This design comes from an exercise in tuning for small area, a short achievable clock period and few clock cycles per item on the open sky130 flow, not from production work.
At most, simulation tests tie the RTL to the original design; equivalence was not proved.
For runs 1, 2 and 5, only the layout was checked, not whether the RTL still works.

`flow/flow/run.sh`:
```
#!/bin/bash
# Own layout flow: the standard flow with two changes.
# 1. Synthesis maps the logic with flow/abc.script (ABC's &dch/&nf mapping, which suits the
#    XOR-heavy GF(2^8) arithmetic far better than abc_speed.script). The standard synthesis is
#    also run, into orfs_ref/, and the registers of the two netlists are compared; if they differ
#    the standard synthesis is used.
# 2. Every port still gets a buffer, but a plain sky130_fd_sc_hd__buf_1 (BUFFER_PORTS_ARGS)
#    rather than the delay buffer buffer_ports picks by default; the resizer sizes them up as needed.
set -uo pipefail
W=$PWD
sed -e "s#SYNTH_SCRIPT=[^ ]*#SYNTH_SCRIPT=$W/flow/synth.tcl#" standard.sh > my_synth.sh
sed -e "s#WORK_HOME=[^ ]*#WORK_HOME=$W/orfs_ref#" -e '/^if /,$d' standard.sh > ref_synth.sh
MY_ABC_SCRIPT=$W/flow/abc.script bash my_synth.sh synth > synth.log 2>&1 &
bash ref_synth.sh synth > ref_synth.log 2>&1
wait
RES=orfs/results/$FLOW_PLATFORM/aes_sbox_lanes/base
REF=orfs_ref/results/$FLOW_PLATFORM/aes_sbox_lanes/base
if ! python3 flow/regs.py $RES/1_2_yosys.v $REF/1_2_yosys.v > regs.log 2>&1; then
  echo "own synthesis differs from the standard one; using the standard flow" >> regs.log
  rm -rf orfs
fi
BUFFER_PORTS_ARGS="-buffer_cell sky130_fd_sc_hd__buf_1" bash standard.sh > layout.log 2>&1
```
`flow/flow/abc.script`:
```
&get -n
&st
&dch
&nf
&put
buffer -c
topo
stime -c
upsize -c
dnsize -c
```
`flow/flow/regs.py`:
```
# regs.py A.v B.v: compares the flip-flops (instance name and cell type) of two netlists.
import re, sys
def regs(path):
    out = {}
    for cell, name in re.findall(r'^\s*(sky130_fd_sc_hd__\w*df\w*)\s+(\S+)\s*\(', open(path).read(), re.M):
        out[name] = re.sub(r'_\d+$', '', cell)
    return out
a, b = regs(sys.argv[1]), regs(sys.argv[2])
print(f"{len(a)} and {len(b)} flip-flops")
if a != b:
    print("registers differ:", sorted(set(a.items()) ^ set(b.items()))[:20])
    sys.exit(1)
print("registers match")
```
`flow/flow/synth.tcl`:
```
# synth_recipe.tcl (the standard synthesis) with one change: Yosys's abc pass runs the ABC script
# named by MY_ABC_SCRIPT instead of ORFS's abc_speed.script. Registers are mapped before abc
# runs, so their names and cells are those of the standard synthesis.
proc synth {args} { yosys synth -nofsm -noshare {*}$args }
proc abc {args} {
  set i [lsearch -exact $args -script]
  if {$i >= 0} { lset args [expr {$i + 1}] $::env(MY_ABC_SCRIPT) }
  yosys abc {*}$args
}
source $::env(SCRIPTS_DIR)/synth.tcl
# left out here: clear keep_hierarchy, flatten, clean up, hide names made inside functions, write 1_2_yosys.v
```
`flow/standard.sh`:
```
#!/bin/bash
# synth_recipe.tcl (not shown) runs the flow's synth.tcl, then flattens the netlist and writes it again
# the make line also repeats each setting of config.mk as NAME=value (left out here)
make -C /OpenROAD-flow-scripts/flow DESIGN_CONFIG=/design/flow/config.mk WORK_HOME=/design/flow/orfs CLKGATE_MAP_FILE= SYNTH_SCRIPT=/design/flow/synth_recipe.tcl "${@:-finish}"
```
`flow/config.mk`:
```
export PLATFORM = sky130hd
export DESIGN_NAME = aes_sbox_lanes
export DESIGN_NICKNAME = aes_sbox_lanes
export VERILOG_FILES = /design/flow/design.v
export SDC_FILE = /design/flow/constraint.sdc
export NUM_CORES = 4
export LEC_CHECK = 0
export ABC_CLOCK_PERIOD_IN_PS = 4000
export CAP_MARGIN = 20
export CORE_MARGIN = 2
export CORE_UTILIZATION = 50
export SETUP_SLACK_MARGIN = 4.9
export SLEW_MARGIN = 20
export TNS_END_PERCENT = 100
```
`flow/constraint.sdc`:
```
create_clock -name core_clock -period 9.0 [get_ports {clock}]
set_input_delay 1.8000 -clock core_clock [delete_from_list [all_inputs] [get_ports {clock}]]
set_output_delay 1.8000 -clock core_clock [all_outputs]
set_load 0.01 [all_outputs]
```
`flow/design.v`:
```
module aes_sbox_lane (
    input  logic        clk_i,
    input  logic [7:0]  s0_i,
    input  logic [7:0]  s1_i,
    input  logic [15:0] rnd_i,
    output logic [7:0]  s0_o,
    output logic [7:0]  s1_o
);
    function automatic logic [7:0] gmul(input logic [7:0] a, input logic [7:0] b);
        logic [7:0] p, x;
        p = '0;
        x = a;
        for (int i = 0; i < 8; i++) begin
            p = b[i] ? p ^ x : p;
            x = {x[6:0], 1'b0} ^ (x[7] ? 8'h1b : 8'h00);
        end
        gmul = p;
    endfunction
    function automatic logic [3:0] g16_mul(input logic [3:0] a, input logic [3:0] b);
        logic [3:0] p, x;
        p = '0;
        x = a;
        for (int i = 0; i < 4; i++) begin
            p = b[i] ? p ^ x : p;
            x = {x[2:0], 1'b0} ^ (x[3] ? 4'h3 : 4'h0);
        end
        g16_mul = p;
    endfunction
    function automatic logic [3:0] g16_inv(input logic [3:0] a);
        case (a)
            4'd0: g16_inv = 4'd0;
            4'd1: g16_inv = 4'd1;
            4'd2: g16_inv = 4'd9;
            4'd3: g16_inv = 4'd14;
            4'd4: g16_inv = 4'd13;
            4'd5: g16_inv = 4'd11;
            4'd6: g16_inv = 4'd7;
            4'd7: g16_inv = 4'd6;
            4'd8: g16_inv = 4'd15;
            4'd9: g16_inv = 4'd2;
            4'd10: g16_inv = 4'd12;
            4'd11: g16_inv = 4'd5;
            4'd12: g16_inv = 4'd10;
            4'd13: g16_inv = 4'd4;
            4'd14: g16_inv = 4'd3;
            4'd15: g16_inv = 4'd8;
            default: g16_inv = 4'd0;
        endcase
    endfunction
    function automatic logic [7:0] sq(input logic [7:0] a);
        sq[0] = a[0] ^ a[4] ^ a[6];
        sq[1] = a[4] ^ a[6] ^ a[7];
        sq[2] = a[1] ^ a[5];
        sq[3] = a[4] ^ a[5] ^ a[6] ^ a[7];
        sq[4] = a[2] ^ a[4] ^ a[7];
        sq[5] = a[5] ^ a[6];
        sq[6] = a[3] ^ a[5];
        sq[7] = a[6] ^ a[7];
    endfunction
    function automatic logic [7:0] p4(input logic [7:0] a);
        p4[0] = a[0] ^ a[2] ^ a[3] ^ a[5] ^ a[6] ^ a[7];
        p4[1] = a[2] ^ a[3] ^ a[4] ^ a[5] ^ a[6];
        p4[2] = a[4] ^ a[5] ^ a[7];
        p4[3] = a[2] ^ a[3] ^ a[4];
        p4[4] = a[1] ^ a[2] ^ a[4] ^ a[5] ^ a[6];
        p4[5] = a[3] ^ a[6];
        p4[6] = a[4] ^ a[7];
        p4[7] = a[3] ^ a[5] ^ a[6] ^ a[7];
    endfunction
    function automatic logic [7:0] p16(input logic [7:0] a);
        p16[0] = a[0] ^ a[4] ^ a[5] ^ a[6];
        p16[1] = a[1];
        p16[2] = a[1] ^ a[2] ^ a[4] ^ a[6] ^ a[7];
        p16[3] = a[1] ^ a[3] ^ a[4] ^ a[6] ^ a[7];
        p16[4] = a[1] ^ a[5] ^ a[6];
        p16[5] = a[2] ^ a[3] ^ a[7];
        p16[6] = a[1] ^ a[2] ^ a[3] ^ a[4] ^ a[7];
        p16[7] = a[2] ^ a[3] ^ a[5];
    endfunction
    function automatic logic [7:0] lin(input logic [7:0] a);
        lin[0] = a[0] ^ a[4] ^ a[5] ^ a[6] ^ a[7];
        lin[1] = a[0] ^ a[1] ^ a[5] ^ a[6] ^ a[7];
        lin[2] = a[0] ^ a[1] ^ a[2] ^ a[6] ^ a[7];
        lin[3] = a[0] ^ a[1] ^ a[2] ^ a[3] ^ a[7];
        lin[4] = a[0] ^ a[1] ^ a[2] ^ a[3] ^ a[4];
        lin[5] = a[1] ^ a[2] ^ a[3] ^ a[4] ^ a[5];
        lin[6] = a[2] ^ a[3] ^ a[4] ^ a[5] ^ a[6];
        lin[7] = a[3] ^ a[4] ^ a[5] ^ a[6] ^ a[7];
    endfunction
    function automatic logic [7:0] to_t(input logic [7:0] a);
        to_t[0] = a[0] ^ a[5] ^ a[7];
        to_t[1] = a[2];
        to_t[2] = a[2] ^ a[3] ^ a[4] ^ a[5] ^ a[6] ^ a[7];
        to_t[3] = a[3] ^ a[4];
        to_t[4] = a[4] ^ a[5] ^ a[6];
        to_t[5] = a[1] ^ a[4] ^ a[6] ^ a[7];
        to_t[6] = a[2] ^ a[3] ^ a[5] ^ a[7];
        to_t[7] = a[5] ^ a[7];
    endfunction
    function automatic logic [7:0] sq_from_t(input logic [7:0] a);
        sq_from_t[0] = a[0] ^ a[2] ^ a[6] ^ a[7];
        sq_from_t[1] = a[4] ^ a[7];
        sq_from_t[2] = a[2] ^ a[5] ^ a[6] ^ a[7];
        sq_from_t[3] = a[2] ^ a[6] ^ a[7];
        sq_from_t[4] = a[2] ^ a[3] ^ a[4];
        sq_from_t[5] = a[1] ^ a[3] ^ a[4] ^ a[6] ^ a[7];
        sq_from_t[6] = a[1] ^ a[2] ^ a[4] ^ a[7];
        sq_from_t[7] = a[1] ^ a[3] ^ a[4] ^ a[6];
    endfunction
    function automatic logic [7:0] lin_from_t(input logic [7:0] a);
        lin_from_t[0] = a[0] ^ a[2] ^ a[6];
        lin_from_t[1] = a[0] ^ a[1] ^ a[2] ^ a[3] ^ a[4] ^ a[5];
        lin_from_t[2] = a[0] ^ a[3] ^ a[5] ^ a[6];
        lin_from_t[3] = a[0] ^ a[2] ^ a[5];
        lin_from_t[4] = a[0] ^ a[1] ^ a[3] ^ a[4] ^ a[5];
        lin_from_t[5] = a[1] ^ a[2] ^ a[3] ^ a[5] ^ a[6] ^ a[7];
        lin_from_t[6] = a[4] ^ a[6] ^ a[7];
        lin_from_t[7] = a[1] ^ a[2];
    endfunction
    function automatic logic [3:0] g16_lsq(input logic [3:0] a);
        g16_lsq[0] = a[2];
        g16_lsq[1] = a[1] ^ a[2] ^ a[3];
        g16_lsq[2] = a[1];
        g16_lsq[3] = a[0] ^ a[2] ^ a[3];
    endfunction
    function automatic logic [3:0] g16_sq(input logic [3:0] a);
        g16_sq[0] = a[0] ^ a[2];
        g16_sq[1] = a[2];
        g16_sq[2] = a[1] ^ a[3];
        g16_sq[3] = a[3];
    endfunction
    logic [7:0] x;
    logic [7:0] a;
    logic [7:0] r0;
    logic [7:0] r0_q1;
    logic [7:0] r1;
    logic [7:0] r1_q1;
    logic [7:0] x2;
    logic [7:0] x3;
    logic [7:0] x3_q1;
    logic [7:0] g1;
    logic [7:0] g1_q1;
    logic [7:0] tx;
    logic [7:0] tx_q1;
    logic [7:0] tx_q2;
    logic [7:0] tx_q3;
    logic [7:0] g1p;
    logic [7:0] h2;
    logic [7:0] h2_q2;
    logic [7:0] x12;
    logic [7:0] x12_q2;
    logic [7:0] zc;
    logic [7:0] zc_q2;
    logic [7:0] zd;
    logic [7:0] zd_q2;
    logic [7:0] zd_q3;
    logic [7:0] h2p;
    logic [7:0] h3;
    logic [7:0] h3_q3;
    logic [3:0] d;
    logic [3:0] d_q3;
    logic [7:0] x2b;
    logic [7:0] h4;
    logic [7:0] l4;
    logic [3:0] di;
    logic [7:0] sbl;
    logic [7:0] o1;
    logic [7:0] o0;
    always_comb begin
        x   = s0_i ^ s1_i;
        a   = sq(s1_i);
        r0  = rnd_i[7:0];
        r1  = rnd_i[15:8];
        x2  = sq(x);
        x3  = gmul(x, x2);
        g1  = gmul(x, a) ^ r0;
        tx  = to_t(x);
    end
    always_ff @(posedge clk_i) begin
        r0_q1 <= r0;
        r1_q1 <= r1;
        x3_q1 <= x3;
        g1_q1 <= g1;
        tx_q1 <= tx;
    end
    always_comb begin
        g1p = p4(g1_q1);
        h2  = gmul(x3_q1, g1p) ^ r1_q1;
        x12 = p4(x3_q1);
        zc  = r0_q1 ^ {r1_q1[3:0], r1_q1[7:4]};
        zd  = r1_q1 ^ {r0_q1[4:0], r0_q1[7:5]};
    end
    always_ff @(posedge clk_i) begin
        tx_q2 <= tx_q1;
        h2_q2 <= h2;
        x12_q2 <= x12;
        zc_q2 <= zc;
        zd_q2 <= zd;
    end
    always_comb begin
        h2p = p16(h2_q2);
        h3  = gmul(x12_q2, h2p) ^ zc_q2;
        d   = g16_lsq(tx_q2[7:4]) ^ g16_mul(tx_q2[7:4], tx_q2[3:0]) ^ g16_sq(tx_q2[3:0]);
    end
    always_ff @(posedge clk_i) begin
        tx_q3 <= tx_q2;
        zd_q3 <= zd_q2;
        h3_q3 <= h3;
        d_q3 <= d;
    end
    always_comb begin
        x2b = sq_from_t(tx_q3);
        h4  = gmul(h3_q3, x2b) ^ zd_q3;
        l4  = lin(h4);
        di  = g16_inv(d_q3);
        sbl = lin_from_t({g16_mul(tx_q3[7:4], di), g16_mul(tx_q3[7:4] ^ tx_q3[3:0], di)});
        o1  = l4 ^ 8'h63;
        o0  = l4 ^ sbl;
    end
    assign s0_o = o0;
    assign s1_o = o1;
endmodule
module aes_sbox_lanes (
    input  logic        clock,
    input  logic        reset,
    input  logic        in_valid,
    output logic        in_ready,
    input  logic [31:0] in_share0,
    input  logic [31:0] in_share1,
    input  logic        rnd_valid,
    output logic        rnd_ready,
    input  logic [63:0] rnd_data,
    input  logic [63:0] prng_seed,
    output logic        out_valid,
    input  logic        out_ready,
    output logic [31:0] out_share0,
    output logic [31:0] out_share1,
    output logic [3:0]  credits_used
);
    localparam int LAT = 3;    
    logic              accept, pop, push;
    logic [31:0]       core_o0, core_o1;
    logic [LAT-1:0]    v_q;
    logic [3:0]        cred_q;
    logic              head_v_q;
    logic [63:0]       head_q;
    logic [2:0]        cnt_q;             
    logic [2:0]        wr_q, rd_q;        
    logic [6:0][63:0]  ring_q;
    logic              ring_rd, ring_wr, head_ld, head_from_ring;
    logic              unused_seed;
    assign unused_seed  = ^prng_seed;
    assign accept       = in_valid & rnd_valid & in_ready;
    assign rnd_ready    = accept;
    assign in_ready     = ~cred_q[3] & ~reset;
    assign credits_used = cred_q;
    for (genvar l = 0; l < 4; l++) begin : g_lane
        aes_sbox_lane u_lane (
            .clk_i (clock),
            .s0_i  (in_share0[8*l +: 8]),
            .s1_i  (in_share1[8*l +: 8]),
            .rnd_i (rnd_data[16*l +: 16]),
            .s0_o  (core_o0[8*l +: 8]),
            .s1_o  (core_o1[8*l +: 8])
        );
    end
    assign push       = v_q[LAT-1];
    assign out_valid  = head_v_q & ~reset;
    assign pop        = out_valid & out_ready;
    assign out_share0 = head_q[31:0];
    assign out_share1 = head_q[63:32];
    always_comb begin
        ring_rd        = pop & (cnt_q != 3'd0);
        head_from_ring = ring_rd;
        head_ld        = ring_rd | (push & (pop | ~head_v_q));
        ring_wr        = push & ~(head_ld & ~head_from_ring);
    end
    always_ff @(posedge clock) begin
        if (reset) begin
            v_q      <= '0;
            cred_q   <= '0;
            head_v_q <= 1'b0;
            cnt_q    <= '0;
            wr_q     <= '0;
            rd_q     <= '0;
        end else begin
            v_q      <= LAT'({v_q, accept});
            cred_q   <= cred_q + 4'(accept) - 4'(pop);
            head_v_q <= head_ld | (head_v_q & ~pop);
            cnt_q    <= cnt_q + 3'(ring_wr) - 3'(ring_rd);
            wr_q     <= !ring_wr ? wr_q : (wr_q == 3'd6) ? 3'd0 : wr_q + 3'd1;
            rd_q     <= !ring_rd ? rd_q : (rd_q == 3'd6) ? 3'd0 : rd_q + 3'd1;
        end
    end
    always_ff @(posedge clock) begin
        if (head_ld) head_q <= head_from_ring ? ring_q[rd_q] : {core_o1, core_o0};
        for (int i = 0; i < 7; i++)
            if (ring_wr && wr_q == 3'(i)) ring_q[i] <= {core_o1, core_o0};
    end
endmodule
```
==> impl_summary.log, run 1 <==
[metrics] status: timing/DRC/antenna clean
[metrics] mean routed wirelength per cell: 17.2 um
[metrics] final-stage net count: between 6000 and 7000
[metrics] overall die width: ~340 um
[metrics] pin count of the biggest net entering global routing: 119
[metrics] commonest non-fill, non-tap cells in the layout: xnor2_1, nor2_1, xor2_1
[metrics] path category of the worst min-delay check: flop to flop
[metrics] Hold Vio Cnt, Final: 0
[metrics] DRT Wirelength: ~130 mm
[metrics] remaining max-slew budget at the tightest pin: roughly 29%
[metrics] Ports: 268
[metrics] placed cells: around 7400
[metrics] initial antenna violation count: 1
[metrics] data arrival time of the critical path: approximately 2400 ps
[metrics] buffer cell driving the clock tree root: clkbuf_16
[metrics] Yosys top cell by area: edfxtp_1
[metrics] Worst Setup Path Type: primary input to primary output
[metrics] antenna-violating nets left: 0
[metrics] count of max-cap constraint violations: 0
[metrics] number of buffers created by CTS: roughly 100
[metrics] Fmax achieved: around 240 MHz
[metrics] share of final-layout standard cells stronger than drive strength 1: under 10%
[metrics] Pins Over Slew Limit: 0
[metrics] post-route non-filler standard cell count: 7615
[metrics] Synth Instances: about 5800
[metrics] number of DRC violations after detailed routing: 0
[metrics] vias: 38300
[metrics] gp weighted congestion: between 0.8 and 0.9
[metrics] grt ovf: 0
[metrics] critical-path cell with the highest stage delay: and3_4
[metrics] critical path endpoint category: primary output
[metrics] full die area: around 120000 um^2
[metrics] height of the die: 344 um
[metrics] dominant cells by area after synthesis: edfxtp_1, xnor2_1, dfxtp_1, xor2_1, nor2_1
[metrics] hold buffers post-CTS: 0
[metrics] first-pass GRT wire length: between 200 and 250 mm
[metrics] TritonCTS clock tree: yes
[metrics] Worst Min Path Start: g_lane[1].u_lane.tx_q1[2]$_DFF_P_
[metrics] highest cell delay on the worst timing path: 190 ps
[metrics] post-route clock skew: ~48 ps
[metrics] warning count from the yosys run: 2
[metrics] part of the cycle the worst path needs: 46.5%
[metrics] Post-synth EDFFs: between 500 and 600
[metrics] setup violators final: 0
[metrics] total core area: roughly 110000 um^2
[metrics] Synthesized Nets: approximately 6100
[metrics] Initial DRC Count: 2198
[metrics] prevailing post-synth register cell: edfxtp_1
[metrics] hold-critical path depth: 0
[metrics] startpoint kind of the worst setup timing path: primary input
[metrics] source of the critical timing path: reset
[metrics] count of different cell masters after synthesis: 54
[metrics] endpoint of the worst register-to-register path: head_q[22]$_DFFE_PP_
[metrics] detailed placer's ending HPWL: 88.4 mm
[metrics] unrepaired setup endpoints after global routing: yes
[metrics] number of standard-cell rows in the floorplan: ~120
[metrics] post-route setup TNS: 0 ps
[metrics] Max Buffers Root-to-Sink: 3
[metrics] Worst Reg2Reg Path Length in Cells: 10
[metrics] area share of the largest cell type after synthesis: between 20% and 30%
[metrics] launch point of the worst reg-to-reg path: g_lane[2].u_lane.h3_q3[1]$_DFF_P_
[metrics] async set-or-reset flop fraction in the synthesized netlist: 0%
[metrics] worst-margin pin slew: about 1100 ps
[metrics] total routing usage reported by global routing: 22.0%
[metrics] number of filler instances in the final layout: ~10000
[metrics] detail-routed via count per cell: between 5 and 6
[metrics] pre-CTS worst setup slack: around 3300 ps
[metrics] Top cell by count, worst path: buf_6
[metrics] maximum fanout count along the critical path: 4
[metrics] worst-case hold path end point: g_lane[1].u_lane.tx_q2[2]$_DFF_P_
[metrics] worst-case register-to-register setup slack: between 4000 and 5000 ps
[metrics] drt first pass iters: 5
[metrics] list of cells traversed by the critical path: clkbuf_2 > buf_6 > nor2_4 > and3_4 > buf_6
[metrics] min setup slack post-route: 4810 ps
[metrics] post-synthesis cell area: just under 60000 um^2
[metrics] number of antenna diodes: 0
[metrics] register bit total from synthesis: roughly 960
[metrics] initial core utilization: between 50 and 60%
[metrics] proportion of synthesized chip area in sequential cells: 42.1%
[metrics] clk slew on worst S/H paths: ~60 ps
[metrics] total of buffers placed on input and output ports: roughly 200
[metrics] worst path required time: just over 7000 ps
[metrics] clock sink count: about 960
[metrics] area added between synthesis and finish: 13.0%
[metrics] H-Tree Depth: 3
[metrics] clock insertion delay at the later pin of the skew report: ~700 ps
[metrics] syn avg cell area: 9.94 um^2
[metrics] vias in the first global route: 37100
[metrics] leading cell type in the layout, fill and taps excluded: xnor2_1
[metrics] crit path time final: approximately 4200 ps
## timing repair
| action | CTS | global route |
|---|---|---|
| setup endpoints to repair | 631 | 409 |
| pin swaps | 11 | 11 |
| resized for setup | 115 | 67 |
| cloned | 3 | 0 |
| setup buffers | 12 | 23 |
## cell type report
cell class / count / area [um^2] / area share, %
inverter: 52 / 199 / 0.304
clock buffer: 127 / 2820 / 4.32
timing repair buffer: 311 / 1670 / 2.56
sequential: 961 / 24400 / 37.3
tap: 1512 / 1890 / 2.89
timing repair inverter: 1 / 7.51 / 0.0115
clock inverter: 65 / 677 / 1.04
multi-input combinational: 4586 / 33700 / 51.6
## flip-flops by register name, indices dropped and copies added, names as in the netlist, 4 cells and up
signal and count:
cred_q 4, g_lane.u_lane.di 16, g_lane.u_lane.g1_q1 32, g_lane.u_lane.h2_q2 32, g_lane.u_lane.h3_q3 32, g_lane.u_lane.r0_q1 32
g_lane.u_lane.r1_q1 32, g_lane.u_lane.tx_q1 32, g_lane.u_lane.tx_q2 32, g_lane.u_lane.tx_q3 32, g_lane.u_lane.x12_q2 32, g_lane.u_lane.x3_q1 32
g_lane.u_lane.zc_q2 32, g_lane.u_lane.zd_q2 32, g_lane.u_lane.zd_q3 32, head_q 64, ring_q 448
## worst max-delay path: cells and delay by family
| family | cells | cell delay [ps] |
|---|---|---|
| simple gates | 2 | 280 |
| buf+inv | 3 | 320 |
## layer usage
metal	wire [um]	track usage, %
met4	2750	5.69
met3	5850	2.73
met2	61400	36.4
met1	61200	30.6
met5	7	0
## through the flow
stage | utilization, % | cell area [um^2] | hold WS, ps
floorplan | - | 58000 | 310
global placement | 52.7 | 60300 | 311
CTS | 56.6 | 64800 | 310
finish | 57.1 | 65400 | 309
global route | 57.1 | 65400 | 319
detailed placement | 52.7 | 60300 | 312
## synth_stat cells (all sizes together), types with 3 or more instances
library cell and instances:
o22ai 4, o311ai 11, nor2b 94, xor3 8
a21oi 76, nor3 34, and2 8, nand2 424
and3 7, a22o 6, o22a 14, o21ai 86
ha 38, dfxtp 449, clkbuf 177, a2111oi 27
mux2i 91, edfxtp 512, a211oi 7, nor2 1169
nand3 7, a21o 7, a31oi 7, o41ai 3
buf 47, o21a 5, xnor3 56, nand2b 43
o211ai 16, a221oi 64, a21boi 4, xor2 544
a311oi 3, inv 51, xnor2 1709
## logic make-up (layout without fill, tap and decap cells)
kind of cell | after synthesis | after routing | synth area share (%)
adder cells (fa/ha/maj) | 42 | 42 | 0.926
XOR/XNOR | 2317 | 2317 | 37.1
buffers and inverters | 276 | 556 | 1.91
AND/OR/NAND/NOR | 1790 | 1792 | 12.4
flip-flops | 961 | 961 | 42.1
multiplexers | 91 | 91 | 1.57
AO/OA/AOI/OAI | 344 | 344 | 4.03
## worst max path at each step
| stage | depth (start not counted) | end | slack (ps) |
|---|---|---|---|
| 6_report | 5 | rnd_ready | 4810 |
| 5_1_grt | 5 | rnd_ready | 4770 |
| 4_1_cts | 10 | head_q[19]$_DFFE_PP_ | 4700 |
| 3_5_place_dp | 12 | ring_q[120]$_DFFE_PP_ | 3340 |
| 3_3_place_gp | 12 | ring_q[120]$_DFFE_PP_ | 3390 |
| 2_1_floorplan | 8 | ring_q[0]$_DFFE_PP_ | 3880 |
==> run 2: changes to the inputs <==
--- a/flow/config.mk
+++ b/flow/config.mk
@@ -10,5 +10,5 @@
 export CORE_MARGIN = 2
 export CORE_UTILIZATION = 50
-export SETUP_SLACK_MARGIN = 4.9
+export SETUP_SLACK_MARGIN = 5
 export SLEW_MARGIN = 20
 export TNS_END_PERCENT = 100
==> run 2 against run 1 <==
Compared with the run above: synthesized cell count stayed put; area after synthesis stayed put; core utilization is 0.38 points higher; final cell count hardly changed; clock-buffer cell count stayed put; setup slack better by 11 ps; flip-flop and latch count stayed put; critical path depth stayed put; sequential share of layout area is 0.24 points lower; highest routed layer is now met4.
==> impl_summary.log, run 2 <==
[metrics] number of buffers created by CTS: 101 (was 103)
[metrics] highest cell delay on the worst timing path: 180 ps (was 190 ps)
[metrics] list of cells traversed by the critical path: buf_6 > buf_6 > nor2_4 > and3_4 > buf_6 (was clkbuf_2 > buf_6 > nor2_4 > and3_4 > buf_6)
[metrics] path category of the worst min-delay check: flop to flop (unchanged)
[metrics] vias: 38200 (was 38300)
[metrics] count of max-cap constraint violations: 0 (unchanged)
[metrics] Initial DRC Count: 2265 (was 2198)
[metrics] initial core utilization: 50.5% (unchanged)
[metrics] total routing usage reported by global routing: 21.9% (was 22.0%)
[metrics] buffer cell driving the clock tree root: clkbuf_16 (unchanged)
[metrics] top cells by count, synth: xnor2_1, nor2_1, xor2_1, edfxtp_1, dfxtp_1 (unchanged)
[metrics] critical path endpoint category: primary output (unchanged)
[metrics] Pins Over Slew Limit: 0 (unchanged)
[metrics] worst path required time: 7200 ps (about the same)
[metrics] TritonCTS clock tree: yes (unchanged)
[metrics] clk slew on worst S/H paths: 60 ps (about the same)
[metrics] mean routed wirelength per cell: 17.3 um (was 17.2 um)
[metrics] area share of the largest cell type after synthesis: 26.6% (unchanged)
[metrics] data arrival time of the critical path: 2380 ps (was 2390 ps)
[metrics] setup violators final: 0 (unchanged)
[metrics] area added between synthesis and finish: 13.8% (was 13.0%)
[metrics] worst-margin pin slew: 1080 ps (was 1060 ps)
[metrics] Yosys top cell by area: edfxtp_1 (unchanged)
[metrics] max reg flops: 448 (unchanged)
[metrics] number of standard-cell rows in the floorplan: 124 (unchanged)
[metrics] min setup slack post-route: 4820 ps (was 4810 ps)
[metrics] antenna-violating nets left: 0 (unchanged)
[metrics] overall die width: 344 um (unchanged)
[metrics] DRT Wirelength: 132 mm (was 131 mm)
[metrics] tightest hold margin: 312 ps (was 309 ps)
[metrics] post-route setup TNS: 0 ps (unchanged)
[metrics] dominant cells by area after synthesis: edfxtp_1, xnor2_1, dfxtp_1, xor2_1, nor2_1 (unchanged)
[metrics] kind of cell with the highest combined delay on the critical path: buffers and inverters (unchanged)
[metrics] share of final-layout standard cells stronger than drive strength 1: 8.35% (was 7.60%)
[metrics] final-stage net count: 6258 (was 6253)
[metrics] total core area: 115000 um^2 (unchanged)
[metrics] H-Tree Depth: 3 (unchanged)
[metrics] grt ovf: 0 (unchanged)
[metrics] number of antenna diodes: 0 (unchanged)
[metrics] count of different cell masters after synthesis: 54 (unchanged)
[metrics] first-pass GRT wire length: 208 mm (about the same)
[metrics] vias in the first global route: 37000 (was 37100)
[metrics] clock sink count: 961 (unchanged)
[metrics] Max Buffers Root-to-Sink: 3 (unchanged)
[metrics] Fmax achieved: 239 MHz (about the same)
[metrics] initial antenna violation count: 0 (was 1)
[metrics] total buffers and inverters traversed by the critical path: 3 (unchanged)
[metrics] total of buffers placed on input and output ports: 203 (unchanged)
[metrics] remaining max-slew budget at the tightest pin: 27.3% (was 29.1%)
[metrics] Synthesized Nets: 6058 (unchanged)
[metrics] number of DRC violations after detailed routing: 0 (unchanged)
[metrics] source of the critical timing path: reset (unchanged)
[metrics] Hold Vio Cnt, Final: 0 (unchanged)
[metrics] part of the cycle the worst path needs: 46.4% (was 46.5%)
[metrics] crit path time final: 4180 ps (was 4190 ps)
[metrics] pre-CTS worst setup slack: 3510 ps (was 3340 ps)
[metrics] register bit total from synthesis: 961 (unchanged)
[metrics] most common cell in the synthesized netlist: xnor2_1 (unchanged)
[metrics] async set-or-reset flop fraction in the synthesized netlist: 0% (unchanged)
[metrics] leading cell type in the layout, fill and taps excluded: xnor2_1 (unchanged)
[metrics] unrepaired setup endpoints after global routing: yes (unchanged)
[metrics] full die area: 118000 um^2 (unchanged)
[metrics] Post-synth EDFFs: 512 (unchanged)
[metrics] commonest non-fill, non-tap cells in the layout: xnor2_1, nor2_1, xor2_1 (unchanged)
[metrics] prevailing post-synth register cell: edfxtp_1 (unchanged)
[metrics] clock insertion delay at the later pin of the skew report: 710 ps (was 700 ps)
[metrics] gp weighted congestion: 0.832 (was 0.841)
[metrics] syn avg cell area: 9.94 um^2 (unchanged)
[metrics] Worst Min Path Start: g_lane[3].u_lane.tx_q1[1]$_DFF_P_ (was g_lane[1].u_lane.tx_q1[2]$_DFF_P_)
[metrics] post-route clock skew: 71.9 ps (was 48.2 ps)
[metrics] startpoint kind of the worst setup timing path: primary input (unchanged)
[metrics] hold buffers post-CTS: 0 (unchanged)
[metrics] height of the die: 344 um (unchanged)
[metrics] critical-path cell with the highest stage delay: and3_4 (unchanged)
[metrics] launch point of the worst reg-to-reg path: g_lane[1].u_lane.tx_q3[6]$_DFF_P_ (was g_lane[2].u_lane.h3_q3[1]$_DFF_P_)
[metrics] Ports: 268 (unchanged)
[metrics] Worst Setup Path Type: primary input to primary output (unchanged)
[metrics] pin count of the biggest net entering global routing: 125 (was 119)
[metrics] worst-case register-to-register setup slack: 5160 ps (was 4980 ps)
[metrics] status: timing/DRC/antenna clean (unchanged)
[metrics] Top cell by count, worst path: buf_6 (unchanged)
[metrics] largest registers ranked by flip-flop count: ring_q (448), head_q (64) (unchanged)
[metrics] warning count from the yosys run: 2 (unchanged)
[metrics] detailed placer's ending HPWL: 87.6 mm (was 88.4 mm)
[metrics] detail-routed via count per cell: 5.01 (was 5.02)
[metrics] maximum fanout count along the critical path: 4 (unchanged)
[metrics] post-synthesis cell area: 57800 um^2 (unchanged)
[metrics] Synth Instances: 5821 (unchanged)
[metrics] proportion of synthesized chip area in sequential cells: 42.1% (unchanged)
[metrics] Most flops, register: ring_q (unchanged)
[metrics] drt first pass iters: 5 (unchanged)
## run 2: per-stage QoR
step | utilization [%] | std cells | cell area [um^2]
6_report | 57.5 | 7621 | 65800
5_1_grt | 57.5 | 7621 | 65800
4_1_cts | 56.8 | 7588 | 65000
3_5_place_dp | 52.6 | 7370 | 60300
3_3_place_gp | 52.6 | 7369 | 60300
2_1_floorplan | - | 5821 | 58000
## run 2: logic make-up after synthesis
logic type	Yosys count	share of synthesized area (%)
AOI/OAI and AO/OA	344	4.03
adders and majority gates	42	0.926
and+or+nand+nor	1790	12.4
muxes	91	1.57
buffers and inverters	276	1.91
xor gates and xnor gates	2317	37.1
DFF	961	42.1
## run 2: per-layer routing
layer	GRT usage, %	share of wire (%)	up-vias
li1	-	-	19200
met1	30.7	46	18100
met2	36.9	48	745
met3	2.20	4.4	137
met4	4.67	1.5	0
met5	0	0	-
## run 2: worst paths after layout
path,depth (start not counted),end
worst max-delay path,5,rnd_ready
worst min register to register,0,g_lane[3].u_lane.tx_q2[1]$_DFF_P_
worst max register to register,13,head_q[12]$_DFFE_PP_
worst min-delay path,0,g_lane[3].u_lane.tx_q2[1]$_DFF_P_
## run 2: worst register-to-register path, delay by kind of cell, from the launching register on
kind | cells | cell delay (ps)
AO/OA/AOI/OAI | 1 | 250
XOR/XNOR | 9 | 2570
flip-flops | 1 | 420
buffers and inverters | 2 | 310
AND/OR/NAND/NOR | 1 | 60
## run 2: area by class of cell
type                       count  area (um^2)
clock buffer                 127         2770
clock inverter                64          726
fill                        9911        48700
inverter                      52          199
multi-input combinational   4588        34100
sequential                   961        24400
tap                         1512         1890
timing repair buffer         316         1770
timing repair inverter         1         7.51
## run 2: what timing repair did
action,CTS,global route
endpoints found under the setup margin,750,453
gates resized for setup,151,86
gates cloned,3,2
setup buffers,24,31
pin swaps,23,20
==> run 3: changes to the inputs <==
--- a/flow/design.v
+++ b/flow/design.v
@@ -1,4 +1,5 @@
 module aes_sbox_lane (
     input  logic        clk_i,
+    input  logic [1:0]  en_i,      
     input  logic [7:0]  s0_i,
     input  logic [7:0]  s1_i,
@@ -192,9 +193,11 @@
     end
     always_ff @(posedge clk_i) begin
-        tx_q2 <= tx_q1;
-        h2_q2 <= h2;
-        x12_q2 <= x12;
-        zc_q2 <= zc;
-        zd_q2 <= zd;
+        if (en_i[0]) begin
+            tx_q2 <= tx_q1;
+            h2_q2 <= h2;
+            x12_q2 <= x12;
+            zc_q2 <= zc;
+            zd_q2 <= zd;
+        end
     end
     always_comb begin
@@ -204,8 +207,10 @@
     end
     always_ff @(posedge clk_i) begin
-        tx_q3 <= tx_q2;
-        zd_q3 <= zd_q2;
-        h3_q3 <= h3;
-        d_q3 <= d;
+        if (en_i[1]) begin
+            tx_q3 <= tx_q2;
+            zd_q3 <= zd_q2;
+            h3_q3 <= h3;
+            d_q3 <= d;
+        end
     end
     always_comb begin
@@ -238,8 +243,8 @@
     output logic [3:0]  credits_used
 );
-    localparam int LAT = 3;    
-    logic              accept, pop, push;
+    localparam int RING = 5;
+    logic              accept, pop, push, full, adv2, adv3;
     logic [31:0]       core_o0, core_o1;
-    logic [LAT-1:0]    v_q;
+    logic [2:0]        v_q;               
     logic [3:0]        cred_q;
     logic              head_v_q;
@@ -247,6 +252,6 @@
     logic [2:0]        cnt_q;             
     logic [2:0]        wr_q, rd_q;        
-    logic [6:0][63:0]  ring_q;
-    logic              ring_rd, ring_wr, head_ld, head_from_ring;
+    logic [RING-1:0][63:0] ring_q;
+    logic              ring_rd, ring_wr, head_ld;
     logic              unused_seed;
     assign unused_seed  = ^prng_seed;
@@ -258,4 +263,5 @@
         aes_sbox_lane u_lane (
             .clk_i (clock),
+            .en_i  ({adv3, adv2}),
             .s0_i  (in_share0[8*l +: 8]),
             .s1_i  (in_share1[8*l +: 8]),
@@ -265,5 +271,4 @@
         );
     end
-    assign push       = v_q[LAT-1];
     assign out_valid  = head_v_q & ~reset;
     assign pop        = out_valid & out_ready;
@@ -271,8 +276,11 @@
     assign out_share1 = head_q[63:32];
     always_comb begin
-        ring_rd        = pop & (cnt_q != 3'd0);
-        head_from_ring = ring_rd;
-        head_ld        = ring_rd | (push & (pop | ~head_v_q));
-        ring_wr        = push & ~(head_ld & ~head_from_ring);
+        full    = head_v_q & (cnt_q == 3'(RING));
+        adv3    = ~v_q[2] | ~full | pop;
+        adv2    = ~v_q[1] | adv3;
+        push    = v_q[2] & adv3;
+        ring_rd = pop & (cnt_q != 3'd0);
+        head_ld = ring_rd | (push & (pop | ~head_v_q));
+        ring_wr = push & ~(head_ld & ~ring_rd);
     end
     always_ff @(posedge clock) begin
@@ -285,15 +293,17 @@
             rd_q     <= '0;
         end else begin
-            v_q      <= LAT'({v_q, accept});
+            v_q[0]   <= accept;
+            if (adv2) v_q[1] <= v_q[0];
+            if (adv3) v_q[2] <= v_q[1];
             cred_q   <= cred_q + 4'(accept) - 4'(pop);
             head_v_q <= head_ld | (head_v_q & ~pop);
             cnt_q    <= cnt_q + 3'(ring_wr) - 3'(ring_rd);
-            wr_q     <= !ring_wr ? wr_q : (wr_q == 3'd6) ? 3'd0 : wr_q + 3'd1;
-            rd_q     <= !ring_rd ? rd_q : (rd_q == 3'd6) ? 3'd0 : rd_q + 3'd1;
+            wr_q     <= !ring_wr ? wr_q : (wr_q == 3'(RING - 1)) ? 3'd0 : wr_q + 3'd1;
+            rd_q     <= !ring_rd ? rd_q : (rd_q == 3'(RING - 1)) ? 3'd0 : rd_q + 3'd1;
         end
     end
     always_ff @(posedge clock) begin
-        if (head_ld) head_q <= head_from_ring ? ring_q[rd_q] : {core_o1, core_o0};
-        for (int i = 0; i < 7; i++)
+        if (head_ld) head_q <= ring_rd ? ring_q[rd_q] : {core_o1, core_o0};
+        for (int i = 0; i < RING; i++)
             if (ring_wr && wr_q == 3'(i)) ring_q[i] <= {core_o1, core_o0};
     end
--- a/flow/config.mk
+++ b/flow/config.mk
@@ -10,5 +10,7 @@
 export CORE_MARGIN = 2
 export CORE_UTILIZATION = 50
-export SETUP_SLACK_MARGIN = 5
+export CTS_BUF_LIST = sky130_fd_sc_hd__clkbuf_4 sky130_fd_sc_hd__clkbuf_8
+export CTS_CLUSTER_SIZE = 30
+export SETUP_SLACK_MARGIN = 4.9
 export SLEW_MARGIN = 20
 export TNS_END_PERCENT = 100
==> run 3 against run 2 <==
Compared with the run above: via count decreased by 6.3%; wire length decreased by 6.9%; critical path depth decreased by 1; die area decreased by 2.8%; synthesized cell count decreased by 8.1%; non-clock buffer count increased by 38; critical path type unchanged; critical endpoint unchanged.
==> impl_summary.log, run 3 <==
[metrics] status: timing/DRC/antenna clean (unchanged)
[metrics] H-Tree Depth: 4 (was 3)
[metrics] Fmax achieved: 245 MHz (was 239 MHz)
[metrics] cell area after layout: 63600 um^2 (was 65800 um^2)
[metrics] placed cells: 6921 (was 7370)
[metrics] Ports: 268 (unchanged)
[metrics] vias: 35800 (was 38200)
[metrics] overall die width: 339 um (was 344 um)
[metrics] core utilization of the finished layout: 56.7% (was 57.5%)
[metrics] initial antenna violation count: 1 (was 0)
[metrics] dominant cells by area after synthesis: edfxtp_1, xnor2_1, xor2_1, dfxtp_1, nor2_1 (was edfxtp_1, xnor2_1, dfxtp_1, xor2_1, nor2_1)
[metrics] Max Buffers Root-to-Sink: 3 (unchanged)
[metrics] data arrival time of the critical path: 2280 ps (was 2380 ps)
[metrics] height of the die: 339 um (was 344 um)
[metrics] clock insertion delay at the later pin of the skew report: 800 ps (was 710 ps)
[metrics] async set-or-reset flop fraction in the synthesized netlist: 0% (unchanged)
[metrics] largest registers ranked by flip-flop count: ring_q (320), head_q (64) (was ring_q (448), head_q (64))
[metrics] post-synthesis cell area: 56200 um^2 (was 57800 um^2)
[metrics] startpoint kind of the worst setup timing path: primary input (unchanged)
[metrics] total core area: 112000 um^2 (was 115000 um^2)
[metrics] part of the cycle the worst path needs: 45.3% (was 46.4%)
[metrics] antenna-violating nets left: 0 (unchanged)
[metrics] crit path time final: 4080 ps (was 4180 ps)
[metrics] warning count from the yosys run: 2 (unchanged)
[metrics] number of standard-cell rows in the floorplan: 123 (was 124)
[metrics] total routing usage reported by global routing: 21.1% (was 21.9%)
[metrics] clock sink count: 849 (was 961)
[metrics] area share of the largest cell type after synthesis: 35.0% (was 26.6%)
[metrics] TritonCTS clock tree: yes (unchanged)
[metrics] first-pass GRT wire length: 196 mm (was 208 mm)
[metrics] top cells by count, synth: xnor2_1, nor2_1, edfxtp_1, xor2_1, nand2_1 (was xnor2_1, nor2_1, xor2_1, edfxtp_1, dfxtp_1)
[metrics] drt first pass iters: 5 (unchanged)
[metrics] syn avg cell area: 10.5 um^2 (was 9.94 um^2)
[metrics] unrepaired setup endpoints after global routing: yes (unchanged)
[metrics] buffer cell driving the clock tree root: clkbuf_8 (was clkbuf_16)
[metrics] area occupied by registers: 23600 um^2 (was 24400 um^2)
[metrics] count of max-cap constraint violations: 0 (unchanged)
[metrics] Most flops, register: ring_q (unchanged)
[metrics] Hold Vio Cnt, Final: 0 (unchanged)
[metrics] tightest hold margin: 398 ps (was 312 ps)
[metrics] multi-input gate area in the final layout: 33000 um^2 (was 34100 um^2)
[metrics] Synth Instances: 5352 (was 5821)
[metrics] full die area: 115000 um^2 (was 118000 um^2)
[metrics] grt ovf: 0 (unchanged)
[metrics] pin count of the biggest net entering global routing: 85 (was 125)
[metrics] critical path endpoint category: primary output (unchanged)
[metrics] count of different cell masters after synthesis: 50 (was 54)
[metrics] number of filler instances in the final layout: 9802 (was 9911)
[metrics] Initial DRC Count: 2194 (was 2265)
[metrics] Post-synth EDFFs: 656 (was 512)
[metrics] detailed placer's ending HPWL: 84.4 mm (was 87.6 mm)
[metrics] final-stage net count: 5904 (was 6258)
[metrics] gp weighted congestion: 0.847 (was 0.832)
[metrics] worst path required time: 7200 ps (about the same)
[metrics] post-route setup TNS: 0 ps (unchanged)
[metrics] initial core utilization: 50.2% (was 50.5%)
[metrics] most common cell in the synthesized netlist: xnor2_1 (unchanged)
[metrics] commonest non-fill, non-tap cells in the layout: xnor2_1, nor2_1, edfxtp_1 (was xnor2_1, nor2_1, xor2_1)
[metrics] min setup slack post-route: 4920 ps (was 4820 ps)
[metrics] DRT Wirelength: 122 mm (was 132 mm)
[metrics] number of buffers created by CTS: 148 (was 101)
[metrics] pre-CTS worst setup slack: 3280 ps (was 3510 ps)
[metrics] Yosys top cell by area: edfxtp_1 (unchanged)
[metrics] clk slew on worst S/H paths: 60 ps (about the same)
[metrics] total of buffers placed on input and output ports: 203 (unchanged)
[metrics] worst-margin pin slew: 1090 ps (was 1080 ps)
[metrics] placed standard-cell area: 58700 um^2 (was 60300 um^2)
[metrics] share of final-layout standard cells stronger than drive strength 1: 11.5% (was 8.35%)
[metrics] Pins Over Slew Limit: 0 (unchanged)
[metrics] remaining max-slew budget at the tightest pin: 26.9% (was 27.3%)
[metrics] Worst Setup Path Type: primary input to primary output (unchanged)
[metrics] register bit total from synthesis: 849 (was 961)
[metrics] prevailing post-synth register cell: edfxtp_1 (unchanged)
[metrics] detail-routed via count per cell: 4.91 (was 5.01)
[metrics] Synthesized Nets: 5595 (was 6058)
[metrics] leading cell type in the layout, fill and taps excluded: xnor2_1 (unchanged)
[metrics] maximum fanout count along the critical path: 4 (unchanged)
[metrics] post-route non-filler standard cell count: 7282 (was 7621)
[metrics] vias in the first global route: 35500 (was 37000)
[metrics] area added between synthesis and finish: 13.1% (was 13.8%)
[metrics] setup violators final: 0 (unchanged)
[metrics] number of DRC violations after detailed routing: 0 (unchanged)
[metrics] proportion of synthesized chip area in sequential cells: 41.9% (was 42.1%)
[metrics] mean routed wirelength per cell: 16.8 um (was 17.3 um)
[metrics] path category of the worst min-delay check: flop to flop (unchanged)
[metrics] post-route clock skew: 37.7 ps (was 71.9 ps)
[metrics] max reg flops: 320 (was 448)
run 3: changes by cell type in the layout (fill, tap and decap cells not counted), sizes merged, moves of 50 or more:
cell	previous run	this run
dfxtp	449	193
nor2	1172	1023
edfxtp	512	656
clkbuf	127	198
mux2i	91	20
a221oi	64	0
mux4	0	64
nor2b	94	44
run 3: layout make-up:
class	count	area share, %
multi-input combinational	4256	51.9
sequential	849	37.1
clock inverter	72	0.785
clock buffer	198	3.91
timing repair buffer	354	3.08
antenna	1	0.00394
inverter	52	0.313
tap	1500	2.95
run 3: worst paths after layout:
check,start,end,slack [ps],cells past startpoint
worst min register to register,g_lane[0].u_lane.tx_q1[0]$_DFF_P_,g_lane[0].u_lane.tx_q2[0]$_DFFE_PP_,400,0
worst max-delay path,reset,rnd_ready,4920,4
worst max register to register,g_lane[2].u_lane.tx_q3[4]$_DFFE_PN_,head_q[23]$_DFFE_PP_,4970,11
worst min-delay path,g_lane[0].u_lane.tx_q1[0]$_DFF_P_,g_lane[0].u_lane.tx_q2[0]$_DFFE_PP_,400,0
run 3: critical path: stages:
cell and delay (ps):
buf_16 110, nor2_4 80, and3_4 190, buf_6 90
run 3: repair_timing:
action                                  4_1_cts  5_1_grt
gates cloned                                  0        2
gates resized for setup                      93       69
pin swaps                                     5       25
buffers inserted                             38       50
hold buffers                                  0        0
endpoints found under the setup margin      433      154
run 3: kinds of logic (layout without fill, tap and decap cells):
family | count (synthesis) | in the layout | synth area share, %
multiplexers | 109 | 109 | 3.42
AO/OA/AOI/OAI | 250 | 250 | 2.75
XOR/XNOR | 2317 | 2318 | 38.5
adder cells (fa/ha/maj) | 47 | 47 | 1.07
other | 0 | 1 | 0
buffers and inverters | 249 | 676 | 1.74
flip-flops | 849 | 849 | 41.9
AND/OR/NAND/NOR | 1531 | 1532 | 10.6
run 3: per-layer routing:
metal  global-route usage, %  share of wire (%)
met1                    29.0                 46
met2                    35.6                 48
met3                    2.83                3.5
met4                    4.81                1.6
met5                       0                  0
Testbench counts of run 3, summed over its fixed seeds: cycles 16,032, items 16,000.
==> run 4: changes to the inputs <==
--- a/flow/config.mk
+++ b/flow/config.mk
@@ -10,6 +10,4 @@
 export CORE_MARGIN = 2
 export CORE_UTILIZATION = 50
-export CTS_BUF_LIST = sky130_fd_sc_hd__clkbuf_4 sky130_fd_sc_hd__clkbuf_8
-export CTS_CLUSTER_SIZE = 30
 export SETUP_SLACK_MARGIN = 4.9
 export SLEW_MARGIN = 20
==> run 4 against run 3 <==
Compared with the run above: still clean on timing, DRC and antenna; global-route usage decreased by 0.068 points; core utilization increased by 0.21 points; sequential share of layout area decreased by 0.13 points; final cell count decreased by 1.2%; critical path type unchanged.
==> impl_summary.log, run 4 <==
[metrics] status: timing/DRC/antenna clean (unchanged)
[metrics] H-Tree Depth: 3 (was 4)
[metrics] worst-margin pin slew: 1060 ps (was 1090 ps)
[metrics] vias in the first global route: 35000 (was 35500)
[metrics] syn avg cell area: 10.5 um^2 (unchanged)
[metrics] pin count of the biggest net entering global routing: 78 (was 85)
[metrics] Yosys top cell by area: edfxtp_1 (unchanged)
[metrics] kind of cell with the highest combined delay on the critical path: simple AND/OR/NAND/NOR gates (unchanged)
[metrics] detail-routed via count per cell: 4.93 (was 4.91)
[metrics] register bit total from synthesis: 849 (unchanged)
[metrics] post-route clock skew: 21.6 ps (was 37.7 ps)
[metrics] area share of the largest cell type after synthesis: 35.0% (unchanged)
[metrics] Most flops, register: ring_q (unchanged)
[metrics] mean routed wirelength per cell: 17.0 um (was 16.8 um)
[metrics] maximum fanout count along the critical path: 4 (unchanged)
[metrics] share of final-layout standard cells stronger than drive strength 1: 10.3% (was 11.5%)
[metrics] warning count from the yosys run: 2 (unchanged)
[metrics] highest cell delay on the worst timing path: 190 ps (about the same)
[metrics] unrepaired setup endpoints after global routing: yes (unchanged)
[metrics] total routing usage reported by global routing: 21.0% (was 21.1%)
[metrics] Pins Over Slew Limit: 0 (unchanged)
[metrics] height of the die: 339 um (unchanged)
[metrics] number of DRC violations after detailed routing: 0 (unchanged)
[metrics] top cells by count, synth: xnor2_1, nor2_1, edfxtp_1, xor2_1, nand2_1 (unchanged)
[metrics] crit path time final: 4080 ps (about the same)
[metrics] initial antenna violation count: 0 (was 1)
[metrics] proportion of synthesized chip area in sequential cells: 41.9% (unchanged)
[metrics] DRT Wirelength: 122 mm (about the same)
[metrics] first-pass GRT wire length: 195 mm (was 196 mm)
[metrics] Fmax achieved: 245 MHz (about the same)
[metrics] Synthesized Nets: 5595 (unchanged)
[metrics] post-route setup TNS: 0 ps (unchanged)
[metrics] drt first pass iters: 5 (unchanged)
[metrics] Initial DRC Count: 2184 (was 2194)
[metrics] count of different cell masters after synthesis: 50 (unchanged)
[metrics] clk slew on worst S/H paths: 50 ps (was 60 ps)
[metrics] buffer cell driving the clock tree root: clkbuf_16 (was clkbuf_8)
[metrics] number of buffers created by CTS: 95 (was 148)
[metrics] clock sink count: 849 (unchanged)
[metrics] path category of the worst min-delay check: flop to flop (unchanged)
[metrics] worst path required time: 7200 ps (about the same)
[metrics] overall die width: 339 um (unchanged)
[metrics] Post-synth EDFFs: 656 (unchanged)
[metrics] placed cells: 6921 (unchanged)
[metrics] total core area: 112000 um^2 (unchanged)
[metrics] dominant cells by area after synthesis: edfxtp_1, xnor2_1, xor2_1, dfxtp_1, nor2_1 (unchanged)
[metrics] antenna-violating nets left: 0 (unchanged)
[metrics] Max Buffers Root-to-Sink: 3 (unchanged)
[metrics] number of standard-cell rows in the floorplan: 123 (unchanged)
[metrics] total of buffers placed on input and output ports: 203 (unchanged)
[metrics] leading cell type in the layout, fill and taps excluded: xnor2_1 (unchanged)
[metrics] Ports: 268 (unchanged)
[metrics] TritonCTS clock tree: yes (unchanged)
[metrics] commonest non-fill, non-tap cells in the layout: xnor2_1, nor2_1, edfxtp_1 (unchanged)
[metrics] largest registers ranked by flip-flop count: ring_q (320), head_q (64) (unchanged)
[metrics] area added between synthesis and finish: 13.5% (was 13.1%)
[metrics] post-route non-filler standard cell count: 7198 (was 7282)
[metrics] max reg flops: 320 (unchanged)
[metrics] clock insertion delay at the later pin of the skew report: 660 ps (was 800 ps)
[metrics] initial core utilization: 50.2% (unchanged)
[metrics] data arrival time of the critical path: 2280 ps (about the same)
[metrics] list of cells traversed by the critical path: buf_16 > nor2_4 > and3_4 > buf_6 (unchanged)
[metrics] critical path endpoint category: primary output (unchanged)
[metrics] part of the cycle the worst path needs: 45.3% (about the same)
[metrics] core utilization of the finished layout: 56.9% (was 56.7%)
[metrics] full die area: 115000 um^2 (unchanged)
[metrics] count of max-cap constraint violations: 0 (unchanged)
[metrics] remaining max-slew budget at the tightest pin: 29.7% (was 26.9%)
[metrics] number of antenna diodes: 0 (was 1)
[metrics] prevailing post-synth register cell: edfxtp_1 (unchanged)
[metrics] grt ovf: 0 (unchanged)
[metrics] async set-or-reset flop fraction in the synthesized netlist: 0% (unchanged)
[metrics] gp weighted congestion: 0.847 (unchanged)
[metrics] Worst Setup Path Type: primary input to primary output (unchanged)
[metrics] vias: 35500 (was 35800)
[metrics] tightest hold margin: 397 ps (was 398 ps)
[metrics] critical-path cell with the highest stage delay: and3_4 (unchanged)
[metrics] final-stage net count: 5860 (was 5904)
[metrics] detailed placer's ending HPWL: 84.4 mm (unchanged)
[metrics] total buffers and inverters traversed by the critical path: 2 (unchanged)
[metrics] setup violators final: 0 (unchanged)
[metrics] hold buffers post-CTS: 0 (unchanged)
[metrics] most common cell in the synthesized netlist: xnor2_1 (unchanged)
[metrics] Hold Vio Cnt, Final: 0 (unchanged)
[metrics] Synth Instances: 5352 (unchanged)
[metrics] post-synthesis cell area: 56200 um^2 (unchanged)
[metrics] startpoint kind of the worst setup timing path: primary input (unchanged)
## run 4: cell counts after synthesis
No cell type changed its count.
## run 4: cell families (layout without fill, tap and decap cells)
family	Yosys count	after routing	share of synthesized area, %
xor+xnor	2317	2317	38.5
simple gates	1531	1533	10.6
flops	849	849	41.9
compound gates	250	250	2.75
buf+inv	249	593	1.74
mux	109	109	3.42
fa+ha+maj	47	47	1.07
## run 4: timing repair
action / CTS / global route
setup endpoints to repair: 569 / 171
pin swaps: 8 / 36
cloned: 2 / 0
gates resized for setup: 89 / 87
buffers inserted: 35 / 62
## run 4: worst paths after layout
check                                       from  cells past startpoint  slack, ps                             endpoint
max                                        reset                      4       4920                            rnd_ready
min            g_lane[3].u_lane.tx_q1[0]$_DFF_P_                      0        400  g_lane[3].u_lane.tx_q2[0]$_DFFE_PP_
max reg2reg  g_lane[3].u_lane.tx_q3[2]$_DFFE_PN_                     13       5020                 head_q[29]$_DFFE_PP_
min reg2reg    g_lane[3].u_lane.tx_q1[0]$_DFF_P_                      0        400  g_lane[3].u_lane.tx_q2[0]$_DFFE_PP_
## run 4: final cells by class
class	instances	area (um^2)
fillers	9719	48200
multi-input cells	4256	33000
flip-flops and latches	849	23600
clock buffers	122	2550
repair buffers	363	2020
well taps	1500	1880
clock inverters	56	532
inverters	52	199
## run 4: worst reg2reg max path: cells and delay by family, from the launching register on
| kind | cells | cell delay [ps] |
|---|---|---|
| DFF | 1 | 500 |
| muxes | 1 | 280 |
| and+or+nand+nor | 1 | 50 |
| xor gates and xnor gates | 9 | 2610 |
| buffers and inverters | 2 | 300 |
## run 4: routing by layer
layer / vias up / wire, um / GRT usage [%] / share of wire (%)
met4: 0 / 2020 / 4.54 / 1.7
met2: 568 / 59100 / 35.7 / 48
li1: 17900 / - / - / -
met3: 133 / 3940 / 2.11 / 3.2
met5: - / 0 / 0 / 0
met1: 16900 / 57200 / 29.3 / 47
## run 4: stage by stage
| stage | instance area (um^2) | worst slack (ps) |
|---|---|---|
| after global routing | 63800 | 4840 |
| after CTS | 62700 | 4770 |
| final | 63800 | 4920 |
| after detailed placement | 58700 | 3280 |
| after global placement | 58700 | 3310 |
| after floorplan | 56400 | 4340 |
==> run 5: changes to the inputs <==
--- a/flow/design.v
+++ b/flow/design.v
@@ -244,20 +244,29 @@
 );
     localparam int RING = 5;
+    logic              rst_q;
     logic              accept, pop, push, full, adv2, adv3;
     logic [31:0]       core_o0, core_o1;
-    logic [2:0]        v_q;               
-    logic [3:0]        cred_q;
-    logic              head_v_q;
+    logic [2:0]        v_q, v;            
+    logic [3:0]        cred_q, cred;
+    logic              head_v_q, head_v;
     logic [63:0]       head_q;
-    logic [2:0]        cnt_q;             
-    logic [2:0]        wr_q, rd_q;        
+    logic [2:0]        cnt_q, cnt;        
+    logic [2:0]        rd_q, rd, wr;      
     logic [RING-1:0][63:0] ring_q;
     logic              ring_rd, ring_wr, head_ld;
     logic              unused_seed;
+    always_comb begin
+        v      = rst_q ? '0 : v_q;
+        cred   = rst_q ? '0 : cred_q;
+        head_v = ~rst_q & head_v_q;
+        cnt    = rst_q ? '0 : cnt_q;
+        rd     = rst_q ? '0 : rd_q;
+        wr     = (4'(rd) + 4'(cnt) >= 4'(RING)) ? rd + cnt - 3'(RING) : rd + cnt;
+    end
     assign unused_seed  = ^prng_seed;
+    assign in_ready     = ~reset & ~cred[3];
     assign accept       = in_valid & rnd_valid & in_ready;
     assign rnd_ready    = accept;
-    assign in_ready     = ~cred_q[3] & ~reset;
-    assign credits_used = cred_q;
+    assign credits_used = cred;
     for (genvar l = 0; l < 4; l++) begin : g_lane
         aes_sbox_lane u_lane (
@@ -271,40 +280,31 @@
         );
     end
-    assign out_valid  = head_v_q & ~reset;
+    assign out_valid  = ~reset & head_v;
     assign pop        = out_valid & out_ready;
     assign out_share0 = head_q[31:0];
     assign out_share1 = head_q[63:32];
     always_comb begin
-        full    = head_v_q & (cnt_q == 3'(RING));
-        adv3    = ~v_q[2] | ~full | pop;
-        adv2    = ~v_q[1] | adv3;
-        push    = v_q[2] & adv3;
-        ring_rd = pop & (cnt_q != 3'd0);
-        head_ld = ring_rd | (push & (pop | ~head_v_q));
+        full    = head_v & (cnt == 3'(RING));
+        adv3    = ~v[2] | ~full | pop;
+        adv2    = ~v[1] | adv3;
+        push    = v[2] & adv3;
+        ring_rd = pop & (cnt != 3'd0);
+        head_ld = ring_rd | (push & (pop | ~head_v));
         ring_wr = push & ~(head_ld & ~ring_rd);
     end
     always_ff @(posedge clock) begin
-        if (reset) begin
-            v_q      <= '0;
-            cred_q   <= '0;
-            head_v_q <= 1'b0;
-            cnt_q    <= '0;
-            wr_q     <= '0;
-            rd_q     <= '0;
-        end else begin
-            v_q[0]   <= accept;
-            if (adv2) v_q[1] <= v_q[0];
-            if (adv3) v_q[2] <= v_q[1];
-            cred_q   <= cred_q + 4'(accept) - 4'(pop);
-            head_v_q <= head_ld | (head_v_q & ~pop);
-            cnt_q    <= cnt_q + 3'(ring_wr) - 3'(ring_rd);
-            wr_q     <= !ring_wr ? wr_q : (wr_q == 3'(RING - 1)) ? 3'd0 : wr_q + 3'd1;
-            rd_q     <= !ring_rd ? rd_q : (rd_q == 3'(RING - 1)) ? 3'd0 : rd_q + 3'd1;
-        end
+        rst_q    <= reset;
+        v_q[0]   <= accept;
+        v_q[1]   <= adv2 ? v[0] : v[1];
+        v_q[2]   <= adv3 ? v[1] : v[2];
+        cred_q   <= cred + 4'(accept) - 4'(pop);
+        head_v_q <= head_ld | (head_v & ~pop);
+        cnt_q    <= cnt + 3'(ring_wr) - 3'(ring_rd);
+        rd_q     <= !ring_rd ? rd : (rd == 3'(RING - 1)) ? 3'd0 : rd + 3'd1;
     end
     always_ff @(posedge clock) begin
-        if (head_ld) head_q <= ring_rd ? ring_q[rd_q] : {core_o1, core_o0};
+        if (head_ld) head_q <= ring_rd ? ring_q[rd] : {core_o1, core_o0};
         for (int i = 0; i < RING; i++)
-            if (ring_wr && wr_q == 3'(i)) ring_q[i] <= {core_o1, core_o0};
+            if (ring_wr && wr == 3'(i)) ring_q[i] <= {core_o1, core_o0};
     end
 endmodule
==> run 5 against run 4 <==
Compared with the run above: clock skew increased by 15 ps; hold slack got worse by 1.5 ps; core utilization increased by 1.3 points; wire length increased by 4.5%; critical path depth unchanged; maximum frequency decreased by 3.6%; still clean; global-route usage increased by 0.49 points; via count increased by 4.8%; final cell count increased by 3.6%.
==> impl_summary.log, run 5 <==
[metrics] status: timing/DRC/antenna clean (unchanged)
[metrics] initial antenna violation count: 1 (was 0)
[metrics] pre-CTS worst setup slack: 3240 ps (was 3280 ps)
[metrics] maximum fanout count along the critical path: 3 (was 4)
[metrics] top cells by count, synth: xnor2_1, nor2_1, edfxtp_1, xor2_1, nand2_1 (unchanged)
[metrics] tightest hold margin: 395 ps (was 397 ps)
[metrics] worst-margin pin slew: 1050 ps (was 1060 ps)
[metrics] Post-synth EDFFs: 656 (unchanged)
[metrics] Max Buffers Root-to-Sink: 3 (unchanged)
[metrics] post-route setup TNS: 0 ps (unchanged)
[metrics] number of DRC violations after detailed routing: 0 (unchanged)
[metrics] Fmax achieved: 236 MHz (was 245 MHz)
[metrics] dominant cells by area after synthesis: edfxtp_1, xnor2_1, xor2_1, nor2_1, dfxtp_1 (was edfxtp_1, xnor2_1, xor2_1, dfxtp_1, nor2_1)
[metrics] post-synthesis cell area: 56200 um^2 (about the same)
[metrics] Pins Over Slew Limit: 0 (unchanged)
[metrics] overall die width: 339 um (about the same)
[metrics] Initial DRC Count: 2466 (was 2184)
[metrics] most common cell in the synthesized netlist: xnor2_1 (unchanged)
[metrics] most used routing layer in global routing: met2 (unchanged)
[metrics] post-route clock skew: 37.0 ps (was 21.6 ps)
[metrics] vias: 37200 (was 35500)
[metrics] core utilization of the finished layout: 58.3% (was 56.9%)
[metrics] commonest non-fill, non-tap cells in the layout: xnor2_1, nor2_1, edfxtp_1 (unchanged)
[metrics] total core area: 111000 um^2 (was 112000 um^2)
[metrics] gp weighted congestion: 0.842 (was 0.847)
[metrics] area added between synthesis and finish: 15.2% (was 13.5%)
[metrics] clock sink count: 847 (was 849)
[metrics] syn avg cell area: 10.0 um^2 (was 10.5 um^2)
[metrics] DRT Wirelength: 128 mm (was 122 mm)
[metrics] prevailing post-synth register cell: edfxtp_1 (unchanged)
[metrics] warning count from the yosys run: 2 (unchanged)
[metrics] max reg flops: 320 (unchanged)
[metrics] full die area: 115000 um^2 (about the same)
[metrics] critical path endpoint category: primary output (unchanged)
[metrics] vias in the first global route: 35600 (was 35000)
[metrics] worst-case register-to-register setup slack: 5010 ps (was 5020 ps)
[metrics] unrepaired setup endpoints after global routing: yes (unchanged)
[metrics] largest registers ranked by flip-flop count: ring_q (320), head_q (64) (unchanged)
[metrics] total of buffers placed on input and output ports: 203 (unchanged)
[metrics] final-stage net count: 6131 (was 5860)
[metrics] buffer cell driving the clock tree root: clkbuf_16 (unchanged)
[metrics] Synthesized Nets: 5855 (was 5595)
[metrics] Worst Setup Path Type: primary input to primary output (unchanged)
[metrics] pin count of the biggest net entering global routing: 83 (was 78)
[metrics] drt first pass iters: 5 (unchanged)
[metrics] proportion of synthesized chip area in sequential cells: 41.9% (about the same)
[run 5: cell types whose count changed after synthesis, sizes merged, moves of 20 or more]
cell   before   now
nand2     412   442
mux4       64     0
o22ai       8    69
o21ai      56   127
a32oi       0    22
xnor2    1682  1719
nor2     1022  1096
mux2i      20    71
a22o       21     1
[run 5: critical path, stage by stage]
cell	delay [ps]
buf_12	110
nor2_4	90
and3_4	300
buf_6	130
[run 5: through the flow]
stage | instances
2_1_floorplan | 5611
3_3_place_gp | 7158
3_5_place_dp | 7158
4_1_cts | 7381
5_1_grt | 7455
6_report | 7455
[run 5: logic make-up after synthesis]
| kind of cell | Yosys count | synth area share (%) |
|---|---|---|
| AO/OA/AOI/OAI | 371 | 3.94 |
| multiplexers | 77 | 1.39 |
| XOR/XNOR | 2343 | 38.2 |
| buffers and inverters | 273 | 1.91 |
| flip-flops | 847 | 41.9 |
| AND/OR/NAND/NOR | 1651 | 11.5 |
| adder cells (fa/ha/maj) | 49 | 1.12 |
[run 5: final timing paths]
| check | startpoint | to | cells past startpoint |
|---|---|---|---|
| min reg2reg | g_lane[2].u_lane.tx_q1[5]$_DFF_P_ | g_lane[2].u_lane.tx_q2[5]$_DFFE_PN_ | 0 |
| max | reset | rnd_ready | 4 |
| min | g_lane[2].u_lane.tx_q1[5]$_DFF_P_ | g_lane[2].u_lane.tx_q2[5]$_DFFE_PN_ | 0 |
| max reg2reg | g_lane[2].u_lane.tx_q3[4]$_DFFE_PN_ | head_q[16]$_DFFE_PP_ | 12 |
[run 5: area by class of cell]
cell class / count / share of cell area (%)
multi-input combinational: 4494 / 51.8
sequential: 847 / 36.4
clock buffer: 116 / 3.92
timing repair buffer: 384 / 3.55
tap: 1488 / 2.88
clock inverter: 59 / 1.00
inverter: 65 / 0.435
timing repair inverter: 2 / 0.0251
[run 5: metal layers]
metal	routed length [um]	vias up
met5	0	-
met4	1940	0
met3	5500	111
met2	59600	699
met1	60700	17700
li1	-	18700
[run 5: timing repair]
action                     4_1_cts  5_1_grt
buffers inserted                45       70
setup endpoints to repair      703      567
pin swaps                       14       44
resized for setup              118      124
gates cloned                     3        3

-- what the ideal ports hide --
No port has a modelled driver above. Below, the same layouts with a new extraction and two added sets of constraints. Step 1 (the two cells are an assumption about what drives the block):
set clk [get_ports {clock}]
set_driving_cell -lib_cell sky130_fd_sc_hd__clkbuf_16 $clk
set_driving_cell -lib_cell sky130_fd_sc_hd__buf_2 [delete_from_list [all_inputs] $clk]
Step 2 adds t to the input delays and takes it off the output delays; t is the mean of the earliest and latest rising clock arrival at the registers after step 1. Input paths then give back, and output paths get back, about the clock's delay inside the block. Slacks: ideal / step 1 / step 2; pairs: ideal / step 1.
| run | t, ns | slack for setup (ns) | latest minus earliest clock arrival (ns) | pins driven straight from the clock port |
|---|---|---|---|---|
| run 1 | 0.746 | 4.812 / 4.787 / 4.330 | 0.053 / 0.053 | 1 |
| run 2 | 0.744 | 4.823 / 4.790 / 4.427 | 0.072 / 0.072 | 1 |
| run 3 | 0.856 | 4.925 / 4.866 / 4.289 | 0.041 / 0.040 | 1 |
| run 4 | 0.728 | 4.924 / 4.865 / 4.388 | 0.027 / 0.027 | 1 |
| run 5 | 0.738 | 4.771 / 4.716 / 4.296 | 0.037 / 0.037 | 1 |
After both steps every run listed still meets setup and hold. For run 3, which loses most, drivers alone change the setup slack by -0.059 ns; drivers and shift together by -0.636 ns.
